This is an optimization exercise on Yosys and OpenROAD, whose aim is small area and a short achievable clock period, not a production implementation. Only simulation tests tie the RTL to the original design; equivalence was not proved. Power and IR drop assume default switching activity.

[design/flow/flow/run.sh]
#!/bin/bash
set -euo pipefail
cd "$(dirname "$0")/.."
bash standard.sh 'BUFFER_PORTS_ARGS=-buffer_cell sky130_fd_sc_hd__buf_4' finish > make_finish.log 2>&1
[design/flow/standard.sh]
#!/bin/bash
# synth_recipe.tcl (not shown) runs the flow's synth.tcl, then flattens the netlist and writes it again
# the make line also repeats each setting of config.mk as NAME=value (left out here)
make -C /OpenROAD-flow-scripts/flow DESIGN_CONFIG=/design/flow/config.mk WORK_HOME=/design/flow/orfs CLKGATE_MAP_FILE= SYNTH_SCRIPT=/design/flow/synth_recipe.tcl "${@:-finish}"
[design/flow/config.mk]
export PLATFORM = sky130hd
export DESIGN_NAME = btb_assoc
export DESIGN_NICKNAME = btb_assoc
export VERILOG_FILES = /design/flow/design.v
export SDC_FILE = /design/flow/constraint.sdc
export NUM_CORES = 4
export LEC_CHECK = 0
export CAP_MARGIN = 10
export CORE_MARGIN = 2
export CORE_UTILIZATION = 45
export CTS_BUF_LIST = sky130_fd_sc_hd__clkbuf_8
export CTS_CLUSTER_DIAMETER = 50
export CTS_CLUSTER_SIZE = 14
export PLACE_DENSITY = 0.55
export SETUP_SLACK_MARGIN = 4.3
export SLEW_MARGIN = 10
export TNS_END_PERCENT = 10
[design/flow/constraint.sdc]
create_clock -name core_clock -period 7.5 [get_ports {clk}]
set_input_delay 1.5000 -clock core_clock [delete_from_list [all_inputs] [get_ports {clk}]]
set_output_delay 1.5000 -clock core_clock [all_outputs]
set_load 0.01 [all_outputs]
[design/flow/design.v]
package btb_pkg;
    typedef enum logic [1:0] {
        SNT = 2'd0,
        WNT = 2'd1,
        WT  = 2'd2,
        ST  = 2'd3
    } ctr_e;
    localparam int BTB_MAX_W = 64;
    typedef struct packed {
        logic                 valid;
        logic [BTB_MAX_W-1:0] tag;
        ctr_e                 ctr;
        logic [BTB_MAX_W-1:0] target;
    } btb_entry_t;
    function automatic ctr_e ctr_next(ctr_e cur, logic taken);
        ctr_e nxt;
        nxt = cur;
        if (taken && cur != 2'd3) begin
            nxt = ctr_e'(cur + 2'd1);
        end else if (!taken && cur != 2'd0) begin
            nxt = ctr_e'(cur - 2'd1);
        end
        ctr_next = nxt;
    endfunction
endpackage
module btb_stats #(
    parameter int STAT_W = 32
) (
    input  logic              clk,
    input  logic              rst_n,
    input  logic              clr,
    input  logic              br_inc,
    input  logic              hit_inc,
    input  logic              mispr_inc,
    output logic [STAT_W-1:0] br_cnt,
    output logic [STAT_W-1:0] hit_cnt,
    output logic [STAT_W-1:0] mispr_cnt
);
    logic [STAT_W-1:0] br_q, br_d, hit_q, hit_d, mispr_q, mispr_d;
    always_comb begin
        br_d    = br_q;
        hit_d   = hit_q;
        mispr_d = mispr_q;
        if (clr) begin
            br_d    = '0;
            hit_d   = '0;
            mispr_d = '0;
        end else begin
            if (br_inc && br_q != '1)       br_d    = br_q + 1'b1;
            if (hit_inc && hit_q != '1)     hit_d   = hit_q + 1'b1;
            if (mispr_inc && mispr_q != '1) mispr_d = mispr_q + 1'b1;
        end
    end
    always_ff @(posedge clk or negedge rst_n) begin
        if (!rst_n) begin
            br_q    <= '0;
            hit_q   <= '0;
            mispr_q <= '0;
        end else begin
            br_q    <= br_d;
            hit_q   <= hit_d;
            mispr_q <= mispr_d;
        end
    end
    assign br_cnt    = br_q;
    assign hit_cnt   = hit_q;
    assign mispr_cnt = mispr_q;
endmodule
module btb_assoc #(
    parameter int PC_W   = 16,
    parameter int SETS   = 64,
    parameter int STAT_W = 16
) (
    input  logic              clk,
    input  logic              rst_n,
    input  logic              en,
    input  logic              flush,
    input  logic              lk_valid,
    input  logic [PC_W-1:0]   lk_pc,
    output logic              pr_valid,
    output logic              pr_hit,
    output logic              pr_taken,
    output logic [PC_W-1:0]   pr_target,
    input  logic              up_valid,
    input  logic              up_is_br,
    input  logic [PC_W-1:0]   up_pc,
    input  logic              up_taken,
    input  logic [PC_W-1:0]   up_target,
    input  logic              up_pred_taken,
    input  logic              stat_clr,
    output logic [STAT_W-1:0] br_cnt,
    output logic [STAT_W-1:0] hit_cnt,
    output logic [STAT_W-1:0] mispr_cnt
);
    localparam int IDX_W = $clog2(SETS);
    localparam int TAG_W = PC_W - IDX_W;
    logic [SETS-1:0]  v0_q, v1_q, lru_q;
    logic [TAG_W-1:0] tag0_q [SETS], tag1_q [SETS];
    logic [1:0]       ctr0_q [SETS], ctr1_q [SETS];
    logic [PC_W-1:0]  tgt0_q [SETS], tgt1_q [SETS];
    logic             w_we0, w_we1, w_hit, w_taken;
    logic [IDX_W-1:0] w_idx;
    logic [TAG_W-1:0] w_tag;
    logic [1:0]       w_c0, w_c1, w_ctr;
    logic [PC_W-1:0]  w_tgt;
    logic             l_go, l_lru;
    logic [IDX_W-1:0] l_idx;
    function automatic logic [1:0] ctr_step(input logic [1:0] c, input logic t);
        ctr_step = t ? ((c == 2'd3) ? c : c + 2'd1) : ((c == 2'd0) ? c : c - 2'd1);
    endfunction
    assign w_ctr = !w_hit ? 2'd2 : ctr_step(w_we1 ? w_c1 : w_c0, w_taken);
    logic [IDX_W-1:0] lk_idx;
    logic [TAG_W-1:0] lk_tag;
    assign lk_idx = lk_pc[IDX_W-1:0];
    assign lk_tag = lk_pc[PC_W-1:IDX_W];
    logic            lk_same, lk_weq, byp0, byp1;
    logic            lk_m0, lk_m1, lk_use, lk_hit, lk_any;
    logic            lk_c0, lk_c1;
    logic [PC_W-1:0] lk_t0, lk_t1;
    assign lk_same = (lk_idx == w_idx);
    assign lk_weq  = (lk_tag == w_tag);
    assign byp0    = w_we0 && lk_same;
    assign byp1    = w_we1 && lk_same;
    logic [SETS-1:0] lk_dec, lk_e0, lk_e1;
    always_comb begin
        for (int s = 0; s < SETS; s++) begin
            lk_dec[s] = (lk_idx == IDX_W'(s));
            lk_e0[s]  = v0_q[s] && (tag0_q[s] == lk_tag);
            lk_e1[s]  = v1_q[s] && (tag1_q[s] == lk_tag);
        end
    end
    assign lk_m0 = byp0 ? lk_weq : |(lk_dec & lk_e0);
    assign lk_m1 = byp1 ? lk_weq : |(lk_dec & lk_e1);
    assign lk_c0 = byp0 ? w_ctr[1] : ctr0_q[lk_idx][1];
    assign lk_c1 = byp1 ? w_ctr[1] : ctr1_q[lk_idx][1];
    assign lk_t0 = (byp0 && w_taken) ? w_tgt : tgt0_q[lk_idx];
    assign lk_t1 = (byp1 && w_taken) ? w_tgt : tgt1_q[lk_idx];
    assign lk_use = lk_valid && en;
    assign lk_any = lk_m0 || lk_m1;
    assign lk_hit = lk_use && !flush;
    logic            pr_valid_q, pr_hit_q, pr_taken_q;
    logic [PC_W-1:0] pr_target_q;
    always_ff @(posedge clk or negedge rst_n) begin
        if (!rst_n) begin
            pr_valid_q  <= 1'b0;
            pr_hit_q    <= 1'b0;
            pr_taken_q  <= 1'b0;
            pr_target_q <= '0;
        end else begin
            pr_valid_q  <= lk_valid;
            pr_hit_q    <= lk_hit && lk_any;
            pr_taken_q  <= lk_hit && ((lk_m0 && lk_c0) || (lk_m1 && lk_c1));
            pr_target_q <= ({PC_W{lk_hit && lk_m0}} & lk_t0) |
                           ({PC_W{lk_hit && lk_m1}} & lk_t1);
        end
    end
    assign pr_valid  = pr_valid_q;
    assign pr_hit    = pr_hit_q;
    assign pr_taken  = pr_taken_q;
    assign pr_target = pr_target_q;
    logic [IDX_W-1:0] up_idx;
    logic [TAG_W-1:0] up_tag;
    assign up_idx = up_pc[IDX_W-1:0];
    assign up_tag = up_pc[PC_W-1:IDX_W];
    logic       up_same, ub0, ub1;
    logic       up_v0, up_v1, up_h0, up_h1, up_hit, up_go, up_lru, up_alloc;
    logic [1:0] up_c0, up_c1;
    logic       we0, we1;
    assign up_same = (up_idx == w_idx);
    assign ub0     = w_we0 && up_same;
    assign ub1     = w_we1 && up_same;
    assign up_v0 = ub0 || v0_q[up_idx];
    assign up_v1 = ub1 || v1_q[up_idx];
    logic [SETS-1:0] up_dec, up_e0, up_e1;
    always_comb begin
        for (int s = 0; s < SETS; s++) begin
            up_dec[s] = (up_idx == IDX_W'(s));
            up_e0[s]  = v0_q[s] && (tag0_q[s] == up_tag);
            up_e1[s]  = v1_q[s] && (tag1_q[s] == up_tag);
        end
    end
    assign up_h0 = ub0 ? (up_tag == w_tag) : |(up_dec & up_e0);
    assign up_h1 = ub1 ? (up_tag == w_tag) : |(up_dec & up_e1);
    assign up_c0 = ub0 ? w_ctr : ctr0_q[up_idx];
    assign up_c1 = ub1 ? w_ctr : ctr1_q[up_idx];
    assign up_lru = (up_same && (w_we0 || w_we1)) ? w_we0 :
                    (l_go && (up_idx == l_idx))   ? l_lru : lru_q[up_idx];
    assign up_hit   = up_h0 || up_h1;
    assign up_go    = up_valid && up_is_br && !flush;
    assign up_alloc = up_go && !up_hit && up_taken;
    assign we0   = (up_go && up_h0) || (up_alloc && (!up_v0 || (up_v1 && !up_lru)));
    assign we1   = (up_go && up_h1) || (up_alloc && up_v0 && (!up_v1 || up_lru));
    always_ff @(posedge clk or negedge rst_n) begin
        if (!rst_n) begin
            w_we0 <= 1'b0;
            w_we1 <= 1'b0;
            l_go  <= 1'b0;
        end else begin
            w_we0 <= we0;
            w_we1 <= we1;
            l_go  <= lk_use && lk_any && !flush;
        end
    end
    always_ff @(posedge clk) begin
        w_idx   <= up_idx;
        w_tag   <= up_tag;
        w_hit   <= up_hit;
        w_c0    <= up_c0;
        w_c1    <= up_c1;
        w_taken <= up_taken;
        w_tgt   <= up_target;
        l_idx   <= lk_idx;
        l_lru   <= !lk_m1;
    end
    logic [SETS-1:0] w_dec, l_dec;
    always_comb begin
        for (int s = 0; s < SETS; s++) begin
            w_dec[s] = (w_idx == IDX_W'(s));
            l_dec[s] = (l_idx == IDX_W'(s));
        end
    end
    genvar s;
    generate
        for (s = 0; s < SETS; s++) begin : g_set
            always_ff @(posedge clk) begin
                if (w_we0 && w_dec[s]) begin
                    tag0_q[s] <= w_tag;
                    ctr0_q[s] <= w_ctr;
                    if (w_taken) tgt0_q[s] <= w_tgt;
                end
                if (w_we1 && w_dec[s]) begin
                    tag1_q[s] <= w_tag;
                    ctr1_q[s] <= w_ctr;
                    if (w_taken) tgt1_q[s] <= w_tgt;
                end
            end
            always_ff @(posedge clk or negedge rst_n) begin
                if (!rst_n) begin
                    v0_q[s]  <= 1'b0;
                    v1_q[s]  <= 1'b0;
                    lru_q[s] <= 1'b0;
                end else if (flush) begin
                    v0_q[s]  <= 1'b0;
                    v1_q[s]  <= 1'b0;
                    lru_q[s] <= 1'b0;
                end else begin
                    if (w_we0 && w_dec[s]) v0_q[s] <= 1'b1;
                    if (w_we1 && w_dec[s]) v1_q[s] <= 1'b1;
                    if ((w_we0 || w_we1) && w_dec[s]) lru_q[s] <= w_we0;
                    else if (l_go && l_dec[s])         lru_q[s] <= l_lru;
                end
            end
        end
    endgenerate
    btb_stats #(.STAT_W(STAT_W)) u_stats (
        .clk       (clk),
        .rst_n     (rst_n),
        .clr       (stat_clr),
        .br_inc    (up_valid && up_is_br),
        .hit_inc   (lk_use && lk_any),
        .mispr_inc (up_valid && up_is_br && (up_pred_taken != up_taken)),
        .br_cnt    (br_cnt),
        .hit_cnt   (hit_cnt),
        .mispr_cnt (mispr_cnt)
    );
endmodule
==> impl_summary.log, run 1 <==
[metrics] flip-flop cell with the highest count after synthesis: sky130_fd_sc_hd__edfxtp_1
[metrics] cell type contributing the most total cell area after synthesis: sky130_fd_sc_hd__edfxtp_1
[metrics] post-synthesis instance area: 0.170 mm²
[metrics] Critical Path Start Type: flop
[metrics] remaining max-slew budget at the tightest pin: 13.9%
[metrics] most common cell after layout, fill and taps aside: sky130_fd_sc_hd__edfxtp_1
[metrics] commonest cells after routing, fill and taps aside: 3584 x sky130_fd_sc_hd__edfxtp_1, 1979 x sky130_fd_sc_hd__xnor2_1, 1188 x sky130_fd_sc_hd__a22oi_1
[metrics] syn_nets: 11798
[metrics] Fmax: 259 MHz
[metrics] shortest clock period the worst path allows after layout: 3.86 ns
[metrics] Global Route Usage Sum: 43.0%
[metrics] clock sinks: 3891
[metrics] share of the synthesized area in the top cell type: 63.4%
[metrics] Final Skew: 0.103 ns
[metrics] yosys synthesis warning count: 8
[metrics] Seq/Total Area, Yosys: 67.8%
[metrics] number of H-tree branching levels: 5
[metrics] height of the die: 618 µm
[metrics] depth of the worst register-to-register path: 7
[metrics] detailed-route wire length: 841 mm
[metrics] clock tree from TritonCTS: built
[metrics] number of buffers on the longest clock path: 4
[metrics] final number of max-transition violations: 0
[metrics] WS Path Type: flop to flop
[metrics] CORE AREA: 0.376 mm²
[metrics] layout cell share with drive strength beyond 1: 20.5%
[metrics] area of the die: 0.382 mm²
[metrics] register-to-register path setup slack: 3.64 ns
[metrics] post-synthesis register bit count: 3891
[metrics] Filler Cells Inserted: 31131
[metrics] weighted congestion reported at the end of routability-driven placement: 0.987
[metrics] initial DRC count: 23079
[metrics] post-route core utilization: 53.3%
[metrics] average footprint of a synthesized cell: 14.5 µm²
[metrics] worst vdd ir: 0.251 mV
[metrics] total of hold buffers inserted after clock tree synthesis: 0
[metrics] source of the worst register-to-register timing path: w_idx[2]
[metrics] pin count of the biggest net entering global routing: 129
[metrics] arrival time at the worst endpoint: 4.76 ns
[metrics] Cells after Synth: 11737
[metrics] top area cells in the synthesized netlist: sky130_fd_sc_hd__edfxtp_1 63%, sky130_fd_sc_hd__xnor2_1 10%, sky130_fd_sc_hd__a22oi_1 5.3%
[metrics] RSZ-0062 raised after global routing: true
[metrics] maximum fanout encountered on the critical timing path: 16
[metrics] vias per cell: 6.80
[metrics] crit path from: w_idx[2]
[metrics] number of unique standard cell types used by synthesis: 78
[metrics] CP Data Required Time: 8.39 ns
[metrics] count of port buffers added during placement: 124
[metrics] transition time at the pin with the least slew margin: 1.29 ns
[metrics] routed wire length per instance: 46.4 µm
[metrics] vias in the first global route: 115831
[metrics] Max Cap Viol: 0
[metrics] pwr dens: 219 mW/mm²
[metrics] count of TritonRoute iterations in the first routing pass: 8
[metrics] number of top-level design ports: 125
[metrics] Clock Root Buffer: sky130_fd_sc_hd__clkbuf_8
[metrics] sum of negative setup slack: 0 ns
[metrics] number of CTS-inserted buffers: 451
[metrics] number of design rule violations left after detail routing: 0
[metrics] final net count: 12794
[metrics] sum of overflow across all layers after global routing: 0
[metrics] Async SR Flop Fraction: 6.73%
[metrics] dpl hpwl: 504 mm
[metrics] # setup viols final: 0
[metrics] antenna-violating nets left: 0
[metrics] Setup crit end kind: flop
[metrics] antenna violations before repair: 59
[metrics] clock transition time at the flip-flop clock pins of the worst setup and hold paths: 0.10 ns
[metrics] starting density of the core: 45.2%
[metrics] crit share post-route: 51.5%
[metrics] Area Growth Syn to Fin: 17.8%
[metrics] Via Count: 123233
[metrics] Worst Hold Class: primary input to async pin
[metrics] count of flip-flops with a built-in enable after synthesis: 3584
[metrics] first-pass GRT wire length: 1090 mm
[metrics] clock latency reported for the late side of the worst-skew pair: 1.31 ns
[metrics] die boundary width: 618 µm
[metrics] num rows: 225
[metrics] outcome: no timing/DRC/antenna violations
[metrics] final hold violation count: 0
[metrics] leakage power of the design: 65.0 nW
## final timing paths
kind	to
max	tgt1_q[23][8]
min reg2reg	lru_q[14]
max in group asynchronous	u_stats.hit_q[15]
min in group core_clock	w_tgt[14]
min	v0_q[59]
max reg2reg	tgt1_q[23][8]
## worst max-delay path, cell delays in order, from the launching register on
cell and delay, ns:
sky130_fd_sc_hd__dfxtp_1 0.65, sky130_fd_sc_hd__nor2b_1 0.37, sky130_fd_sc_hd__nand3_1 0.51, sky130_fd_sc_hd__nor2_1 0.29
sky130_fd_sc_hd__nand2_1 0.32, sky130_fd_sc_hd__clkinvlp_4 0.62, sky130_fd_sc_hd__and2_1 0.21, sky130_fd_sc_hd__buf_4 0.48
## stage by stage
step | std cells | hold WS (ns) | setup slack, ns | power, mW | area, µm²
2_1_floorplan | 11737 | 0.474 | 3.45 | 25.6 | 171000
3_3_place_gp | 16850 | 0.508 | 0.932 | 26.8 | 181000
3_5_place_dp | 16852 | 0.513 | 0.929 | 26.8 | 181000
4_1_cts | 18005 | 0.191 | 3.83 | 43.6 | 198000
5_1_grt | 18110 | 0.223 | 3.71 | 44.6 | 200000
6_report | 18135 | 0.203 | 3.64 | 43.8 | 200000
## cells in the mapped netlist (125+ instances only)
library cell	instances
sky130_fd_sc_hd__inv_1	135
sky130_fd_sc_hd__dfrtp_1	262
sky130_fd_sc_hd__clkbuf_1	314
sky130_fd_sc_hd__a211oi_1	125
sky130_fd_sc_hd__nor3_1	184
sky130_fd_sc_hd__nand3_1	186
sky130_fd_sc_hd__nand2_1	366
sky130_fd_sc_hd__nor4_1	362
sky130_fd_sc_hd__edfxtp_1	3584
sky130_fd_sc_hd__nand4_1	750
sky130_fd_sc_hd__xnor2_1	2004
sky130_fd_sc_hd__nor2_1	636
sky130_fd_sc_hd__and2_1	134
sky130_fd_sc_hd__a22oi_1	1190
sky130_fd_sc_hd__buf_2	177
sky130_fd_sc_hd__xor2_1	622
## power by group
group / internal (mW) / leakage (nW) / switching [mW] / total, mW
clock: 7.94 / 5.30 / 8.97 / 16.9
sequential: 23.6 / 36.3 / 0.152 / 23.8
combinational: 1.02 / 23.3 / 2.08 / 3.10
## flip-flops by register name, summed over array words and instances, names as in the netlist, 10 cells and up
register	cells
w_tag	10
ctr1_q	128
u_stats.mispr_q	16
tgt0_q	1024
u_stats.br_q	16
v1_q	64
pr_target_q	16
tgt1_q	1024
u_stats.hit_q	16
tag0_q	640
v0_q	64
lru_q	64
tag1_q	640
ctr0_q	128
w_tgt	16
## what timing repair did
action | CTS | global route
gates cloned | 53 | 4
pin swaps | 110 | 35
buffers inserted | 267 | 98
resized for setup | 686 | 112
endpoints found under the setup margin | 1564 | 1573
endpoints found under the hold margin | 0 | 0
## cell families after synthesis
group                      count (synthesis)  synth area share (%)
buffers and inverters                    807                  2.41
adders and majority gates                  4                0.0280
muxes                                     75                 0.896
AOI/OAI and AO/OA                       1576                  6.81
DFF                                     3891                  67.8
xor gates and xnor gates                2626                  13.5
and+or+nand+nor                         2758                  8.57
## area by class of cell
class / instances / area [µm²] / share of cell area, %
flip-flops and latches: 3891 / 115000 / 57.5
multi-input cells: 7046 / 54700 / 27.3
repair buffers: 1207 / 13200 / 6.61
clock buffers: 477 / 6570 / 3.28
well taps: 4994 / 6250 / 3.12
clock inverters: 356 / 3650 / 1.83
inverters: 136 / 552 / 0.276
diodes: 28 / 70.1 / 0.0350
## metal layers
metal	vias up	GRT usage [%]	share of wire, %
met3	2771	10.4	12
met4	20	35.7	10
li1	46806	-	-
met2	10406	64.0	43
met1	63230	53.3	34
met5	-	0	0.020
==> inputs of run 2 (changes only) <==
--- a/design/flow/config.mk
+++ b/design/flow/config.mk
@@ -9,3 +9,3 @@
 export CORE_MARGIN = 2
-export CORE_UTILIZATION = 45
+export CORE_UTILIZATION = 47
 export CTS_BUF_LIST = sky130_fd_sc_hd__clkbuf_8
@@ -13,5 +13,5 @@
 export CTS_CLUSTER_SIZE = 14
-export PLACE_DENSITY = 0.55
-export SETUP_SLACK_MARGIN = 4.3
+export PLACE_DENSITY = 0.57
+export SETUP_SLACK_MARGIN = 3.9
 export SLEW_MARGIN = 10
-export TNS_END_PERCENT = 10
+export TNS_END_PERCENT = 5
==> run 2 against run 1 <==
Sequential share of layout area up 1.3 points. Power decreased by 1.2%. Maximum frequency shrank 7.2%. First-iteration DRC count is 4.3% lower. Clock-buffer cell count shrank 14. Sequential power about the same. Clock skew down 0.017 ns. Still clean. Cell count down 2.3%. Critical path depth rose by 4. Flip-flop and latch count did not move. Register-to-register slack lost 0.22 ns. Combinational power decreased by 8.1%.
==> impl_summary.log, run 2 <==
[metrics] num rows: 220 (-2.2%)
[metrics] remaining max-slew budget at the tightest pin: 6.71% (-7.2 points)
[metrics] most instantiated cells after synthesis: 3584 x sky130_fd_sc_hd__edfxtp_1, 2004 x sky130_fd_sc_hd__xnor2_1, 1190 x sky130_fd_sc_hd__a22oi_1, 750 x sky130_fd_sc_hd__nand4_1, 636 x sky130_fd_sc_hd__nor2_1
[metrics] Critical Path Start Type: primary input
[metrics] average footprint of a synthesized cell: 14.5 µm² (unchanged)
[metrics] antenna violations before repair: 42 (-29%)
[metrics] CORE AREA: 0.359 mm² (-4.3%)
[metrics] vias in the first global route: 115081 (-0.65%)
[metrics] sum of overflow across all layers after global routing: 0 (unchanged)
[metrics] first-pass GRT wire length: 1080 mm (-1.6%)
[metrics] source of the worst register-to-register timing path: w_we0
[metrics] detailed-route wire length: 823 mm (-2.1%)
[metrics] Filler Cells Inserted: 29424 (-5.5%)
[metrics] Worst path max stage delay: 0.88 ns (+0.23 ns)
[metrics] antenna-violating nets left: 0 (unchanged)
[metrics] slack of the critical path: 3.34 ns (-0.298 ns)
[metrics] biggest regs: tgt0_q: 1024 flops, tgt1_q: 1024 flops
[metrics] dpl hpwl: 510 mm (+1.1%)
[metrics] most common cell after layout, fill and taps aside: sky130_fd_sc_hd__edfxtp_1
[metrics] post-synthesis instance area: 0.170 mm² (unchanged)
[metrics] count of TritonRoute iterations in the first routing pass: 7 (-1)
[metrics] WS Path Type: primary input to flop
[metrics] die boundary width: 605 µm (-2.1%)
[metrics] Seq/Total Area, Yosys: 67.8% (unchanged)
[metrics] final number of max-transition violations: 0 (unchanged)
[metrics] pin count of the biggest net entering global routing: 135 (+4.7%)
[metrics] most repeated cell in the gate-level netlist after synthesis: sky130_fd_sc_hd__edfxtp_1
[metrics] final net count: 12605 (-1.5%)
[metrics] starting density of the core: 47.2% (+2.0 points)
[metrics] RSZ-0062 raised after global routing: true
[metrics] clock tree from TritonCTS: built
[metrics] leakage power of the design: 62.9 nW (-3.1%)
[metrics] Seq. cell area: 0.115 mm² (about the same)
[metrics] Area Growth Syn to Fin: 15.3%
[metrics] Via Count: 122442 (-0.64%)
[metrics] Setup crit end kind: flop
[metrics] number of CTS-inserted buffers: 446 (-1.1%)
[metrics] number of top-level design ports: 125 (unchanged)
[metrics] yosys synthesis warning count: 8 (unchanged)
[metrics] Worst Hold Class: primary input to async pin
[metrics] transition time at the pin with the least slew margin: 1.39 ns (+0.0996 ns)
[metrics] top area cells in the synthesized netlist: sky130_fd_sc_hd__edfxtp_1 63%, sky130_fd_sc_hd__xnor2_1 10%, sky130_fd_sc_hd__a22oi_1 5.3%
[metrics] final hold violation count: 0 (unchanged)
[metrics] cell type contributing the most total cell area after synthesis: sky130_fd_sc_hd__edfxtp_1
[metrics] area of the die: 0.366 mm² (-4.2%)
[metrics] number of buffers on the longest clock path: 4 (unchanged)
[metrics] CP Data Required Time: 8.62 ns (+0.23 ns)
[metrics] initial DRC count: 22090 (-4.3%)
[metrics] post-synthesis register bit count: 3891 (unchanged)
[metrics] pwr dens: 221 mW/mm² (+1.0%)
[metrics] layout cell share with drive strength beyond 1: 18.3% (-2.1 points)
[metrics] maximum fanout encountered on the critical timing path: 29 (+13)
[metrics] cell with the biggest individual delay on the critical path: sky130_fd_sc_hd__nor2_1
[metrics] depth of the worst register-to-register path: 5 (-2)
[metrics] shortest clock period the worst path allows after layout: 4.16 ns (+0.298 ns)
[metrics] clock sinks: 3891 (unchanged)
[metrics] pre-CTS setup slack: 1.30 ns (+0.368 ns)
[metrics] height of the die: 605 µm (-2.1%)
[metrics] Max Cap Viol: 0 (unchanged)
[metrics] routed wire length per instance: 46.5 µm (+0.21%)
[metrics] number of H-tree branching levels: 5 (unchanged)
[metrics] Multi-input gate area: 0.0537 mm² (-1.8%)
[metrics] Final Skew: 0.0866 ns (-0.0166 ns)
[metrics] number of unique standard cell types used by synthesis: 78 (unchanged)
[metrics] vias per cell: 6.91 (+1.7%)
[metrics] Async SR Flop Fraction: 6.73% (unchanged)
[metrics] number of design rule violations left after detail routing: 0 (unchanged)
[metrics] weighted congestion reported at the end of routability-driven placement: 1.03 (+3.9%)
[metrics] capture instance of the worst register-to-register path: tgt0_q[34][0]
[metrics] outcome: no timing/DRC/antenna violations
[metrics] Post-Route Hold Slack: 0.206 ns (+0.00306 ns)
[metrics] syn_nets: 11798 (unchanged)
[metrics] Fmax: 240 MHz (-7.2%)
[metrics] worst vdd ir: 0.182 mV (-28%)
[metrics] Global Route Usage Sum: 44.2% (+1.2 points)
[metrics] clock transition time at the flip-flop clock pins of the worst setup and hold paths: 0.08 ns (-0.02 ns)
[metrics] commonest cells after routing, fill and taps aside: 3584 x sky130_fd_sc_hd__edfxtp_1, 1985 x sky130_fd_sc_hd__xnor2_1, 1190 x sky130_fd_sc_hd__a22oi_1
[metrics] share of the synthesized area in the top cell type: 63.4% (unchanged)
[metrics] arrival time at the worst endpoint: 5.28 ns (+0.52 ns)
[metrics] # setup viols final: 0 (unchanged)
[metrics] register-to-register path setup slack: 3.42 ns (-0.22 ns)
[metrics] crit share post-route: 55.5% (+4.0 points)
[metrics] Clock Root Buffer: sky130_fd_sc_hd__clkbuf_8
[metrics] sum of negative setup slack: 0 ns (unchanged)
[metrics] flip-flop cell with the highest count after synthesis: sky130_fd_sc_hd__edfxtp_1
[metrics] clock latency reported for the late side of the worst-skew pair: 1.26 ns (-0.05 ns)
[metrics] crit path cell chain: buf_8 > nor2b_1 > nand2_1 > nor2_1 > nand4_1 > o22ai_1 > or4_1 > nor3_1 > a31oi_1 > and3b_1 > o21a_1
[metrics] count of port buffers added during placement: 124 (unchanged)
[metrics] Cells after Synth: 11737 (unchanged)
[metrics] count of flip-flops with a built-in enable after synthesis: 3584 (unchanged)
## run 2: how the worst max path moves through the flow
stage,start,depth (start not counted),to,slack [ns]
after floorplan,lk_pc[8],14,u_stats.hit_q[15],3.45
after global placement,lk_pc[12],13,u_stats.hit_q[14],1.04
after detailed placement,lk_pc[0],13,u_stats.hit_q[1],1.30
after CTS,w_idx[1],6,tgt1_q[6][7],3.52
after global routing,up_pc[1],11,w_we1,3.47
final,up_pc[1],11,w_we1,3.34
## run 2: logic make-up (layout without fill, tap and decap cells)
logic type | Yosys count | in the layout | synth area share (%)
flip-flops | 3891 | 3891 | 67.8
AND/OR/NAND/NOR | 2758 | 2758 | 8.57
XOR/XNOR | 2626 | 2626 | 13.5
AO/OA/AOI/OAI | 1576 | 1577 | 6.81
buffers and inverters | 807 | 1992 | 2.41
multiplexers | 75 | 75 | 0.896
adder cells (fa/ha/maj) | 4 | 4 | 0.0280
other | 0 | 18 | 0
## run 2: what timing repair did
item / in CTS / in global routing
setup buffers: 200 / 5
hold buffers: 0 / 0
endpoints found under the hold margin: 0 / 0
pin swaps: 92 / 3
cloned: 34 / 0
gates resized for setup: 448 / 7
setup endpoints to repair: 626 / 1023
## run 2: per-stage QoR
stage                     cells  total power [mW]  util, %  area, µm²
after global routing      17697              44.1     54.5     196000
after global placement    16623              26.8     50.2     180000
after floorplan           11737              25.6        -     170000
final                     17714              43.3     54.5     196000
after detailed placement  16630              26.8     50.2     180000
after CTS                 17691              43.1     54.4     196000
## run 2: layer usage
metal | vias to the layer above | wire length [µm] | track usage (%)
met5 | - | 202 | 0
met2 | 10513 | 354000 | 65.5
met1 | 62656 | 282000 | 55.1
met3 | 2858 | 102000 | 10.6
li1 | 46387 | - | -
met4 | 28 | 85200 | 36.9
## run 2: cell type report
class,instances,area share [%]
clock inverters,364,1.86
repair buffers,1029,5.30
multi-input cells,7040,27.4
well taps,4773,3.05
clock buffers,463,3.25
flip-flops and latches,3891,58.8
diodes,18,0.0230
inverters,136,0.268
## run 2: worst max-delay path: cells and delay by family
kind	cells	cell delay (ns)
compound gates	3	0.71
buf+inv	1	0.39
simple gates	7	2.66
## run 2: where the power goes
part / internal (mW) / switching, mW / leakage (nW)
logic: 0.882 / 1.97 / 21.5
clock network: 7.73 / 8.94 / 5.14
registers: 23.6 / 0.145 / 36.3
total: 32.3 / 11.1 / 62.9
==> inputs of run 3 (changes only) <==
==> design/flow/config.mk (replaced) <==
export PLATFORM = sky130hd
export DESIGN_NAME = btb_assoc
export DESIGN_NICKNAME = btb_assoc
export VERILOG_FILES = /design/flow/design.v
export SDC_FILE = /design/flow/constraint.sdc
export NUM_CORES = 4
export LEC_CHECK = 0
export CAP_MARGIN = 5
export CORE_MARGIN = 2
export CORE_UTILIZATION = 42
export CTS_BUF_LIST = sky130_fd_sc_hd__clkbuf_8
export CTS_CLUSTER_DIAMETER = 50
export CTS_CLUSTER_SIZE = 14
export PLACE_DENSITY = 0.52
export SETUP_SLACK_MARGIN = 4.0
export SLEW_MARGIN = 5
export TNS_END_PERCENT = 10
==> run 3 against run 2 <==
Synthesized area unchanged. Cell count up 4.2%. Sequential power about the same. Via count down 0.31%. Maximum frequency up 3.9%. Clock-buffer cell count up 20. Critical path type unchanged.
==> impl_summary.log, run 3 <==
[metrics] transition time at the pin with the least slew margin: 1.41 ns (+0.0278 ns)
[metrics] critical path's top delay family: simple AND/OR/NAND/NOR gates
[metrics] top area cells in the synthesized netlist: sky130_fd_sc_hd__edfxtp_1 63%, sky130_fd_sc_hd__xnor2_1 10%, sky130_fd_sc_hd__a22oi_1 5.3%
[metrics] Seq/Total Area, Yosys: 67.8% (unchanged)
[metrics] number of buffers on the longest clock path: 4 (unchanged)
[metrics] first-pass GRT wire length: 1100 mm (+2.7%)
[metrics] Area Growth Syn to Fin: 16.3%
[metrics] most common cell after layout, fill and taps aside: sky130_fd_sc_hd__edfxtp_1
[metrics] starting density of the core: 42.2% (-5.1 points)
[metrics] number of top-level design ports: 125 (unchanged)
[metrics] Placed Instance Area: 0.181 mm² (+0.54%)
[metrics] antenna violations before repair: 70 (+67%)
[metrics] arrival time at the worst endpoint: 5.13 ns (-0.15 ns)
[metrics] count of TritonRoute iterations in the first routing pass: 8 (+1)
[metrics] Global Route Usage Sum: 40.6% (-3.6 points)
[metrics] filler-free cell count of the finished design: 18455 (+4.2%)
[metrics] leakage power of the design: 63.2 nW (+0.46%)
[metrics] commonest cells after routing, fill and taps aside: 3584 x sky130_fd_sc_hd__edfxtp_1, 1982 x sky130_fd_sc_hd__xnor2_1, 1189 x sky130_fd_sc_hd__a22oi_1
[metrics] most instantiated cells after synthesis: 3584 x sky130_fd_sc_hd__edfxtp_1, 2004 x sky130_fd_sc_hd__xnor2_1, 1190 x sky130_fd_sc_hd__a22oi_1, 750 x sky130_fd_sc_hd__nand4_1, 636 x sky130_fd_sc_hd__nor2_1
[metrics] # setup viols final: 0 (unchanged)
[metrics] area of the die: 0.410 mm² (+12%)
[metrics] biggest regs: tgt0_q: 1024 flops, tgt1_q: 1024 flops
[metrics] final design instance area without fill: 0.198 mm² (+0.88%)
[metrics] final net count: 12682 (+0.61%)
[metrics] remaining max-slew budget at the tightest pin: 5.36% (-1.4 points)
[metrics] num rows: 233 (+5.9%)
[metrics] vias per cell: 6.61 (-4.3%)
[metrics] peak-usage layer in the global routing report: met2
[metrics] number of unique standard cell types used by synthesis: 78 (unchanged)
[metrics] post-synthesis register bit count: 3891 (unchanged)
[metrics] total design power: 43.9 mW (+1.5%)
[metrics] routed wire length per instance: 46.1 µm (-0.86%)
[metrics] WS Path Type: primary input to flop
[metrics] number of CTS-inserted buffers: 462 (+3.6%)
[metrics] count of placed standard cells including taps: 17284 (+3.9%)
[metrics] maximum fanout encountered on the critical timing path: 7 (-76%)
[metrics] cell with the biggest individual delay on the critical path: sky130_fd_sc_hd__nand4_1
[metrics] syn_nets: 11798 (unchanged)
[metrics] crit path cell chain: buf_16 > buf_16 > buf_16 > xnor2_2 > nand4_1 > nor4_4 > buf_4 > nor4_2 > nand4_1 > nor4_4 > a32oi_4 > buf_6 > o21ai_4 > or4_4 > a21oi_2
[metrics] height of the die: 640 µm (+5.7%)
[metrics] shortest clock period the worst path allows after layout: 4.00 ns (-0.156 ns)
[metrics] global routing usage on met1: 51.4% (-3.8 points)
[metrics] sum of buffers and inverters on the critical path: 5 (+4)
[metrics] initial DRC count: 21626 (-2.1%)
[metrics] clock transition time at the flip-flop clock pins of the worst setup and hold paths: 0.08 ns (about the same)
[metrics] Worst path max stage delay: 0.53 ns (-0.35 ns)
[metrics] sum of overflow across all layers after global routing: 0 (unchanged)
[metrics] Worst Hold Class: primary input to async pin
[metrics] average footprint of a synthesized cell: 14.5 µm² (unchanged)
[metrics] clock sinks: 3891 (unchanged)
[metrics] weighted congestion reported at the end of routability-driven placement: 1.00 (-2.3%)
[metrics] outcome: no timing/DRC/antenna violations
[metrics] pwr dens: 222 mW/mm² (+0.60%)
[metrics] vias in the first global route: 114947 (-0.12%)
[metrics] final hold violation count: 0 (unchanged)
[metrics] clock tree from TritonCTS: built
[metrics] worst vdd ir: 0.175 mV (-3.8%)
[metrics] clock latency reported for the late side of the worst-skew pair: 1.29 ns (+0.03 ns)
[metrics] pin count of the biggest net entering global routing: 127 (-5.9%)
[metrics] post-synthesis instance area: 0.170 mm² (unchanged)
[metrics] final number of max-transition violations: 0 (unchanged)
[metrics] sum of negative setup slack: 0 ns (unchanged)
[metrics] Fmax: 250 MHz (+3.9%)
[metrics] Max Cap Viol: 0 (unchanged)
[metrics] Async SR Flop Fraction: 6.73% (unchanged)
[metrics] dpl hpwl: 532 mm (+4.3%)
[metrics] Via Count: 122066 (-0.31%)
[metrics] count of port buffers added during placement: 124 (unchanged)
[metrics] CP Data Required Time: 8.63 ns (about the same)
[metrics] detailed-route wire length: 850 mm (+3.3%)
[metrics] yosys synthesis warning count: 8 (unchanged)
[metrics] fraction of met3 tracks used by global routing: 7.94% (-2.7 points)
[metrics] RSZ-0062 raised after global routing: true
[metrics] count of flip-flops with a built-in enable after synthesis: 3584 (unchanged)
[metrics] met2 track utilization from global routing: 62.0% (-3.5 points)
[metrics] layout cell share with drive strength beyond 1: 18.8% (+0.50 points)
[metrics] Setup crit end kind: flop
[metrics] die boundary width: 640 µm (+5.7%)
[metrics] flip-flop cell with the highest count after synthesis: sky130_fd_sc_hd__edfxtp_1
[metrics] cell occurring most often along the worst timing path: sky130_fd_sc_hd__buf_16
[metrics] Clock Root Buffer: sky130_fd_sc_hd__clkbuf_8
[metrics] Final Skew: 0.113 ns (+0.0262 ns)
[metrics] Cells after Synth: 11737 (unchanged)
[metrics] most repeated cell in the gate-level netlist after synthesis: sky130_fd_sc_hd__edfxtp_1
[metrics] share of the synthesized area in the top cell type: 63.4% (unchanged)
[metrics] CORE AREA: 0.403 mm² (+12%)
[metrics] number of design rule violations left after detail routing: 0 (unchanged)
[metrics] Critical Path Start Type: primary input
[metrics] crit share post-route: 53.4% (-2.1 points)
[metrics] cell type contributing the most total cell area after synthesis: sky130_fd_sc_hd__edfxtp_1
[metrics] number of H-tree branching levels: 5 (unchanged)
[metrics] antenna-violating nets left: 0 (unchanged)
run 3: timing repair:
item                                    CTS  global route
hold buffers                              0             0
resized for setup                       419            33
setup buffers                           219            31
pin swaps                                94            16
cloned                                   27             1
endpoints found under the setup margin  979           639
run 3: cell type report:
cell class,count,area [µm²]
inverter,136,534
antenna,29,72.6
fill,34599,205000
multi-input combinational,7040,53500
clock buffer,483,6650
tap,5405,6760
sequential,3891,115000
timing repair buffer,1090,11100
clock inverter,381,3820
run 3: cell families after synthesis:
group / Yosys count / share of synthesized area (%)
flops: 3891 / 67.8
compound gates: 1576 / 6.81
xor+xnor: 2626 / 13.5
simple gates: 2758 / 8.57
mux: 75 / 0.896
fa+ha+maj: 4 / 0.0280
buf+inv: 807 / 2.41
run 3: worst paths after layout:
path / from / to / slack [ns] / cells past startpoint
max in group asynchronous: rst_n / u_stats.hit_q[9] / 5.93 / 2
hold / removal: rst_n / v0_q[52] / 0.20 / 1
setup reg to reg: w_idx[1] / tgt0_q[34][0] / 3.64 / 5
setup / recovery: lk_pc[7] / u_stats.hit_q[5] / 3.50 / 15
min in group core_clock: up_target[12] / w_tgt[12] / 0.32 / 1
hold reg to reg: ctr1_q[0][0] / w_c1[0] / 0.53 / 2
run 3: layer usage:
| layer | share of wire, % | vias up |
|---|---|---|
| li1 | - | 46569 |
| met1 | 36 | 63360 |
| met2 | 44 | 9655 |
| met3 | 11 | 2448 |
| met4 | 9.4 | 34 |
| met5 | 0.038 | - |
run 3: through the flow:
step	util, %	hold WS [ns]	worst slack (ns)
after floorplan	-	0.474	3.45
after global placement	45.0	0.508	0.330
after detailed placement	45.1	0.497	0.929
after CTS	48.9	0.160	3.73
after global routing	49.1	0.209	3.63
final	49.1	0.198	3.50
run 3: power breakdown:
part | internal, mW | leakage, nW | switching, mW
Clock | 7.98 | 5.36 | 9.24
Combinational | 0.913 | 21.5 | 2.01
Sequential | 23.6 | 36.3 | 0.153

## re-timing with driven ports
In the flow no input, the clock included, has a driving cell. The finished layouts below were timed again as built, in two steps.
Step 1 sets driving cells, clkbuf_16 on the clock port and buf_2 on the other inputs (assumed; they add their load-dependent delay and slew).
Step 2 moves the port delays by t, midway between the first and last clock arrival at a register: inputs arrive t later, outputs are due t later. That takes back most of the time a late clock gives input paths.
a / b / c = no drivers / after step 1 / after step 2; a / b = the first two.
run | t (ns) | slack for setup (ns) | hold WS [ns] | clock arrival spread, ns
run 1 | 1.362 | 3.636 / 3.383 / 2.020 | 0.203 / 0.143 / 0.523 | 0.118 / 0.119
run 2 | 1.325 | 3.339 / 3.372 / 2.047 | 0.206 / 0.161 / 0.525 | 0.092 / 0.092
run 3 | 1.365 | 3.495 / 3.337 / 1.971 | 0.198 / 0.122 / 0.529 | 0.113 / 0.113
After both steps every run listed still meets setup and hold. The setup slack of run 1, which loses most, moves by -0.253 ns with the drivers and by -1.616 ns with both steps.
